Context: an optimization exercise on an open-source flow, tuned for small area, a short achievable clock period and few clock cycles. The choices shown serve that exercise and are no tape-out recipe. Function was checked by simulation only, so behaviour that the tests miss may differ from the original. Power is estimated from default activity; no workload was simulated.

## flow/config.mk

```make
export PLATFORM = sky130hd
export DESIGN_NAME = array_insert_delete_at_position_unit
export DESIGN_NICKNAME = array_insert_delete_at_position_unit
export VERILOG_FILES = /design/flow/design.v
export SDC_FILE = /design/flow/constraint.sdc
export NUM_CORES = 4
export LEC_CHECK = 0
export CAP_MARGIN = 20
export CORE_MARGIN = 2
export CORE_UTILIZATION = 45
export PLACE_DENSITY = 0.6
export SLEW_MARGIN = 20
```

## flow/constraint.sdc

```tcl
create_clock -name core_clock -period 5.0 [get_ports {clk}]
set_input_delay 1.0000 -clock core_clock [delete_from_list [all_inputs] [get_ports {clk}]]
set_output_delay 1.0000 -clock core_clock [all_outputs]
set_load 0.01 [all_outputs]
```

## flow/design.v

```verilog
package aidp_pkg;
  localparam int CAPACITY = 32;
  localparam int POS_W    = 6;
  localparam int DATA_W   = 32;
  localparam int STAT_W   = 3;
  localparam int IDX_W    = 5;
  localparam int CNT_W    = 6;
  localparam logic OP_INSERT = 1'b0;
  localparam logic OP_DELETE = 1'b1;
  localparam logic [STAT_W-1:0] ST_ELEMENT    = 3'd0;
  localparam logic [STAT_W-1:0] ST_EMPTY      = 3'd1;
  localparam logic [STAT_W-1:0] ST_BAD_INSERT = 3'd2;
  localparam logic [STAT_W-1:0] ST_BAD_DELETE = 3'd3;
  localparam logic [STAT_W-1:0] ST_FULL       = 3'd4;
endpackage
module array_insert_delete_at_position_unit (
  input  logic                                clk,
  input  logic                                rst_n,
  input  logic                                in_valid,
  output logic                                in_ready,
  input  logic                                in_op,
  input  logic [aidp_pkg::POS_W-1:0]          in_position,
  input  logic signed [aidp_pkg::DATA_W-1:0]  in_value,
  output logic                                out_valid,
  input  logic                                out_ready,
  output logic [aidp_pkg::STAT_W-1:0]         out_status,
  output logic signed [aidp_pkg::DATA_W-1:0]  out_element,
  output logic                                out_last
);
  localparam logic [1:0] M_IDLE   = 2'd0;
  localparam logic [1:0] M_LIST   = 2'd1;
  localparam logic [1:0] M_SINGLE = 2'd2;
  logic [aidp_pkg::DATA_W-1:0] mem [aidp_pkg::CAPACITY];
  logic              cb_v;        
  logic              ins_pend;    
  logic              cb_op;
  logic [aidp_pkg::POS_W-1:0]  cb_pos;
  logic [aidp_pkg::DATA_W-1:0] cb_val;
  logic              in_ready_r;
  logic [aidp_pkg::CNT_W-1:0]  cnt;         
  logic [aidp_pkg::IDX_W-1:0]  head;        
  logic [aidp_pkg::IDX_W-1:0]  wr_ptr;      
  logic [1:0]        mode;
  logic [aidp_pkg::STAT_W-1:0] s_status;    
  logic [aidp_pkg::IDX_W-1:0]  rd_ptr;      
  logic [aidp_pkg::CNT_W-1:0]  rem;         
  logic [aidp_pkg::CNT_W-1:0]  sc;          
  logic              is_ins;
  logic              is_del;
  logic              wb_pend;
  logic [aidp_pkg::IDX_W-1:0]  wb_slot;
  logic              out_valid_r;
  logic [aidp_pkg::STAT_W-1:0] out_status_r;
  logic [aidp_pkg::DATA_W-1:0] out_element_r;
  logic              out_last_r;
  logic emit_val, hazard, out_free, produce, last, start;
  logic [aidp_pkg::DATA_W-1:0] rd_data;
  assign rd_data  = mem[rd_ptr];
  assign emit_val = is_ins && (sc == '0);
  assign hazard   = wb_pend && (wb_slot == rd_ptr) && !emit_val;
  assign out_free = !out_valid_r || out_ready;
  assign produce  = out_free && ((mode == M_SINGLE) || ((mode == M_LIST) && !hazard));
  assign last     = (mode == M_SINGLE) || (rem == aidp_pkg::CNT_W'(1));
  assign start    = cb_v && ((mode == M_IDLE) || (produce && last));
  logic bad_ins, bad_del, is_full;
  assign bad_ins = (cb_pos == '0) || ({1'b0, cb_pos} > {1'b0, cnt} + 7'd1);
  assign bad_del = (cb_pos == '0) || ({1'b0, cb_pos} > {1'b0, cnt});
  assign is_full = (cnt == aidp_pkg::CNT_W'(aidp_pkg::CAPACITY));
  logic take, start_ins, cb_v_n, ins_pend_n;
  assign take       = in_valid && in_ready_r;
  assign start_ins  = start && (cb_op == aidp_pkg::OP_INSERT) && !bad_ins && !is_full;
  assign cb_v_n     = take || (cb_v && !start);
  assign ins_pend_n = start_ins || (ins_pend && !(produce && (mode == M_LIST) && emit_val));
  always_ff @(posedge clk) begin
    if (!rst_n) begin
      cb_v        <= 1'b0;
      ins_pend    <= 1'b0;
      in_ready_r  <= 1'b1;
      cnt         <= '0;
      head        <= '0;
      wr_ptr      <= '0;
      mode        <= M_IDLE;
      is_ins      <= 1'b0;
      is_del      <= 1'b0;
      wb_pend     <= 1'b0;
      out_valid_r <= 1'b0;
    end else begin
      wb_pend <= 1'b0;
      if (produce) begin
        out_valid_r <= 1'b1;
        if (mode == M_LIST) begin
          wb_pend <= 1'b1;
          wr_ptr  <= wr_ptr + aidp_pkg::IDX_W'(1);
          rem     <= rem - aidp_pkg::CNT_W'(1);
          if (emit_val) begin
            is_ins <= 1'b0;
          end else begin
            rd_ptr <= rd_ptr + ((is_del && sc == aidp_pkg::CNT_W'(1)) ? aidp_pkg::IDX_W'(2) : aidp_pkg::IDX_W'(1));
            if (sc != '0) sc <= sc - aidp_pkg::CNT_W'(1);
          end
        end
        if (last) mode <= M_IDLE;
      end else if (out_ready) begin
        out_valid_r <= 1'b0;
      end
      if (start) begin
        sc     <= aidp_pkg::CNT_W'(cb_pos) - aidp_pkg::CNT_W'(1);
        is_ins <= 1'b0;
        is_del <= 1'b0;
        if (cb_op == aidp_pkg::OP_INSERT) begin
          if (bad_ins || is_full) begin
            mode     <= M_SINGLE;
            s_status <= bad_ins ? aidp_pkg::ST_BAD_INSERT : aidp_pkg::ST_FULL;
          end else begin
            mode       <= M_LIST;
            is_ins     <= 1'b1;
            rd_ptr     <= head;
            rem        <= cnt + aidp_pkg::CNT_W'(1);
            cnt        <= cnt + aidp_pkg::CNT_W'(1);
            head       <= wr_ptr + ((mode == M_LIST) ? aidp_pkg::IDX_W'(1) : aidp_pkg::IDX_W'(0));
          end
        end else begin
          if (bad_del) begin
            mode     <= M_SINGLE;
            s_status <= aidp_pkg::ST_BAD_DELETE;
          end else if (cnt == aidp_pkg::CNT_W'(1)) begin
            mode     <= M_SINGLE;
            s_status <= aidp_pkg::ST_EMPTY;
            cnt      <= '0;
          end else begin
            mode   <= M_LIST;
            is_del <= 1'b1;
            rd_ptr <= head + ((cb_pos == aidp_pkg::POS_W'(1)) ? aidp_pkg::IDX_W'(1) : aidp_pkg::IDX_W'(0));
            rem    <= cnt - aidp_pkg::CNT_W'(1);
            cnt    <= cnt - aidp_pkg::CNT_W'(1);
            head   <= wr_ptr + ((mode == M_LIST) ? aidp_pkg::IDX_W'(1) : aidp_pkg::IDX_W'(0));
          end
        end
      end
      cb_v       <= cb_v_n;
      ins_pend   <= ins_pend_n;
      in_ready_r <= !cb_v_n && !ins_pend_n;
    end
  end
  always_ff @(posedge clk) begin
    if (take) begin
      cb_op  <= in_op;
      cb_pos <= in_position;
      cb_val <= in_value;
    end
  end
  always_ff @(posedge clk) begin
    if (produce) begin
      if (mode == M_LIST) begin
        out_status_r  <= aidp_pkg::ST_ELEMENT;
        out_element_r <= emit_val ? cb_val : rd_data;
        out_last_r    <= (rem == aidp_pkg::CNT_W'(1));
        wb_slot       <= wr_ptr;
      end else begin
        out_status_r  <= s_status;
        out_element_r <= '0;
        out_last_r    <= 1'b1;
      end
    end
  end
  for (genvar i = 0; i < aidp_pkg::CAPACITY; i++) begin : g_entry
    always_ff @(posedge clk) begin
      if (wb_pend && wb_slot == aidp_pkg::IDX_W'(i)) begin
        mem[i] <= out_element_r;
      end
    end
  end
  assign in_ready    = in_ready_r;
  assign out_valid   = out_valid_r;
  assign out_status  = out_status_r;
  assign out_element = out_element_r;
  assign out_last    = out_last_r;
endmodule
```

## flow/run.sh

```bash
#!/bin/bash
# synth_recipe.tcl (not shown) runs the flow's synth.tcl, then flattens the netlist and writes it again
# the make line also repeats each setting of config.mk as NAME=value (left out here)
make -C /OpenROAD-flow-scripts/flow DESIGN_CONFIG=/design/flow/config.mk WORK_HOME=/design/flow/orfs CLKGATE_MAP_FILE= SYNTH_SCRIPT=/design/flow/synth_recipe.tcl finish
```

==> run summary <==
[registers in the layout (all words and copies together) (netlist names), 2 cells and up]
register       count
head               5
mem             1024
rem                6
sc                 6
out_element_r     32
wr_ptr             5
mode               2
cb_pos             6
wb_slot            5
rd_ptr             5
s_status           3
cnt                6
out_status_r       3
cb_val            32
[critical path: cells and delay by family, from the launching register on]
family	cells	cell delay (ps)
and+or+nand+nor	4	1480
buffers and inverters	1	300
AOI/OAI and AO/OA	3	850
DFF	1	960
[layout by cell type, fill, tap and decap left out, types with 32 or more instances in the layout]
master	count
clkbuf_16	115
a21oi_1	60
edfxtp_1	1124
nor2_4	60
clkdlybuf4s50_1	80
clkinv_1	32
nor2_1	37
nand3_1	45
nand2_1	156
buf_4	94
nand4_1	69
o21ai_0	61
a22oi_1	451
nor3_1	40
[cell families after synthesis]
kind of cell             Yosys count
flip-flops                      1149
AO/OA/AOI/OAI                    667
buffers and inverters            165
multiplexers                       7
XOR/XNOR                          35
adder cells (fa/ha/maj)           31
AND/OR/NAND/NOR                  507
[area by class of cell]
type                    instances  area share (%)
well taps                    1265            3.16
repair buffers                202            4.20
flip-flops and latches       1149            68.4
clock inverters                73            1.20
clock buffers                 137            5.91
inverters                      29           0.217
multi-input cells            1247            16.9
[worst min path at each step]
stage                      end  cells past startpoint      start  slack [ps]
floorplan           wb_slot[2]                      0  wr_ptr[2]         410
detailed placement     head[0]                      2    head[0]         480
global placement       head[0]                      2    head[0]         470
global route           head[0]                      2    head[0]         510
finish                 head[0]                      2    head[0]         490
CTS                    head[0]                      2    head[0]         490
[through the flow]
step | instances | worst slack (ps) | area [µm²] | utilization, %
2_1_floorplan | 2561 | 2170 | 42900 | -
5_1_grt | 4102 | 1010 | 50100 | 52.9
4_1_cts | 4090 | 1260 | 49900 | 52.7
3_3_place_gp | 3867 | 1160 | 46000 | 48.6
3_5_place_dp | 3880 | 1290 | 46300 | 48.9
6_report | 4102 | 1120 | 50100 | 52.9
[metal layers]
layer / GRT usage (%) / vias up / routed length (µm)
li1: - / 10800 / -
met1: 39.2 / 13500 / 53400
met2: 45.1 / 1923 / 65400
met3: 5.90 / 350 / 16400
met4: 10.9 / 0 / 6100
met5: 0 / - / 0
[power groups by stage]
stage / sequential, mW / clock (mW) / combinational (mW)
finish: 10.9 / 8.27 / 1.02
global placement: 11.1 / 0 / 0.929
detailed placement: 11.1 / 0 / 0.948
floorplan: 11.1 / 0 / 0.477
CTS: 10.9 / 8.33 / 0.953
global route: 10.9 / 8.71 / 1.08
==> impl_metrics.csv <==
group,metric,value,unit
yosys,synthXorXnorAreaFrac,0.714,%
yosys,async_reset_ff_share,0,%
clock_network,cts_tree,"yes",
yosys,synth_top_area_share,78.6,%
global_routing,antenna_found_initial,1,
power,power_leakage,16.0,nW
clock_network,postCtsSetupRepairBufs,0,
drt,vias,26500,
timing,worst_pin_slew,1260,ps
global_routing,grt_overflow,0,
outcome,status,"finished clean",
yosys,synth_compound_area_share,11.1,%
timing,fmax,0.257,GHz
drt,drt-initial-drc-count,4664,
yosys,ys_seq_elements,1149,
power,swShare,22.3,%
yosys,synth_top_family_by_area,"compound AO/OA/AOI/OAI gates",
clock_network,htree_levels,3,
yosys,syn_nets,2635,
finish,drive_gt1_share,12.7,%
yosys,syn_area_per_cell,16.8,µm²
yosys,yosysSeqAreaShare,79.8,%
place,io_buffer_count,80,
worst_setup_path,crit_path_start,"rd_ptr[4]",
floorplan,placementRows,113,
min_path,worstHoldPathType,"register to register",
drt,vias_per_cell,6.46,
worst_setup_path,crit_chain,"nand3b_1 > nor2_4 > buf_4 > a2111oi_0 > nand3_1 > or4_1 > o211ai_1 > a21oi_1",
worst_setup_path,arrival,4320,ps
drt,firstDrtPassIters,7,
worst_setup_path,reg2reg_to,"out_element_r[7]",
timing,hold_violations,0,
worst_setup_path,cpPeakStageDelay,960,ps
yosys,yosys-top-cells-area,"edfxtp_1, a22oi_1, nand2_1, dfxtp_1, nand4_1",
drt,remaining_drc_errors,0,
timing,fin_crit_sh,77.7,%
yosys,yosys_warnings,2,
finish,diodes,0,
clock_network,cts_buffer_depth,3,
finish,nNetsFinal,2816,
yosys,syn_area,42900,µm²
clock_network,cts_hold_buf,0,
yosys,synth.most_common_cell,"edfxtp_1",
finish,multiInputGateArea,8490,µm²
floorplan,chipWidth,313,µm
timing,finClkSkew,25.9,ps
yosys,muxShareOfSynthArea,0.163,%
finish,seqCellArea,34300,µm²
job,cap_viol_max_count,0,
worst_setup_path,critPathCaptureType,"register",
power,power_density,403,nW/µm²
timing,setup_viol,0,
yosys,synth_enable_flop_cells,1124,
power,p_comb_share,5.1,%
power,p_total,20.2,mW
timing,whs,487,ps
floorplan,die_h,313,µm
yosys,synthSimpleGateAreaFrac,5.75,%
clock_network,cts_buffers,113,
drt,drt-total-wl,141,mm
worst_setup_path,reg2reg_slack,1120,ps
finish,fill_cells,7543,
clock_network,clk_pin_slew,60,ps
yosys,ys_types,57,
worst_setup_path,cp-start-kind,"register",
power,intPower,15.7,mW
drt,final_antenna_net_count,0,
worst_setup_path,r2r_cells,8,
floorplan,dieArea,97900,µm²
timing,rsz0062_at_grt,"no",
worst_setup_path,critPathKind,"register to register",
global_routing,track_usage,28.5,%
global_routing,grt_pass1_wl,196,mm
timing,fin_crit,3880,ps
timing,relSlewSlack,15.8,%
timing,maxSlewViolCount,0,
floorplan,start_util,45.3,%
place,gp_congestion,0.840,
worst_setup_path,r2r_start,"rd_ptr[4]",
power,switchingPower,4.50,mW
yosys,synth_fa_ha_area_share,0.921,%
worst_setup_path,required,5430,ps
clock_network,cts.sinks,1149,
floorplan,core,94700,µm²
yosys,synth_top_cells_by_count,"edfxtp_1, a22oi_1, nand2_1",
timing,fin_setup_tns,0,ps
worst_setup_path,worstPathMaxFanout,25,
place,dp_hpwl,79.6,mm
power,peakVddDrop,315,µV
power,p_seq_share,53.9,%
yosys,synth_top_area_cell,"edfxtp_1",
floorplan,top_level_ports,81,
yosys,yosys_most_used_dff,"edfxtp_1",
yosys,syn_inst,2561,
drt,wl_per_cell,34.5,µm
clock_network,clk_latency,700,ps
finish,area_growth,16.6,%
global_routing,grt_max_degree,41,
worst_setup_path,critPathCapture,"out_element_r[7]",
clock_network,cts_root_buffer,"clkbuf_16",
clock_network,cts_resized,0,
power,power_frac_clock,41.0,%
global_routing,grt_pass1_vias,25600,
worst_setup_path,cp_slowest_cell,"edfxtp_1",
Testbench counts, summed over its fixed seeds: cycles 41,046.

[what the ideal ports hide]
The flow's constraints put no driver on any port. The routed layout listed below was extracted and timed again, unchanged, in two steps.
Step 1, drivers: a clkbuf_16 drives clk and a buf_2 each remaining input, both assumed.
Step 2 moves the port delays by t, midway between the first and last clock arrival at a register: inputs arrive t later, outputs are due t later. That takes back most of the time a late clock gives input paths.
Three values: no drivers, after step 1, after step 2; two values: the first two.
shift t [ns]: 0.769
setup WS [ns]: 1.116 / 1.116 / 1.116
clock arrival spread, ns: 0.029 / 0.028
cell pins on the clock port's net: 1
After both steps this run still meets setup and hold. The setup slack of this run moves by 0.000 ns with the drivers and by 0.000 ns with both steps.
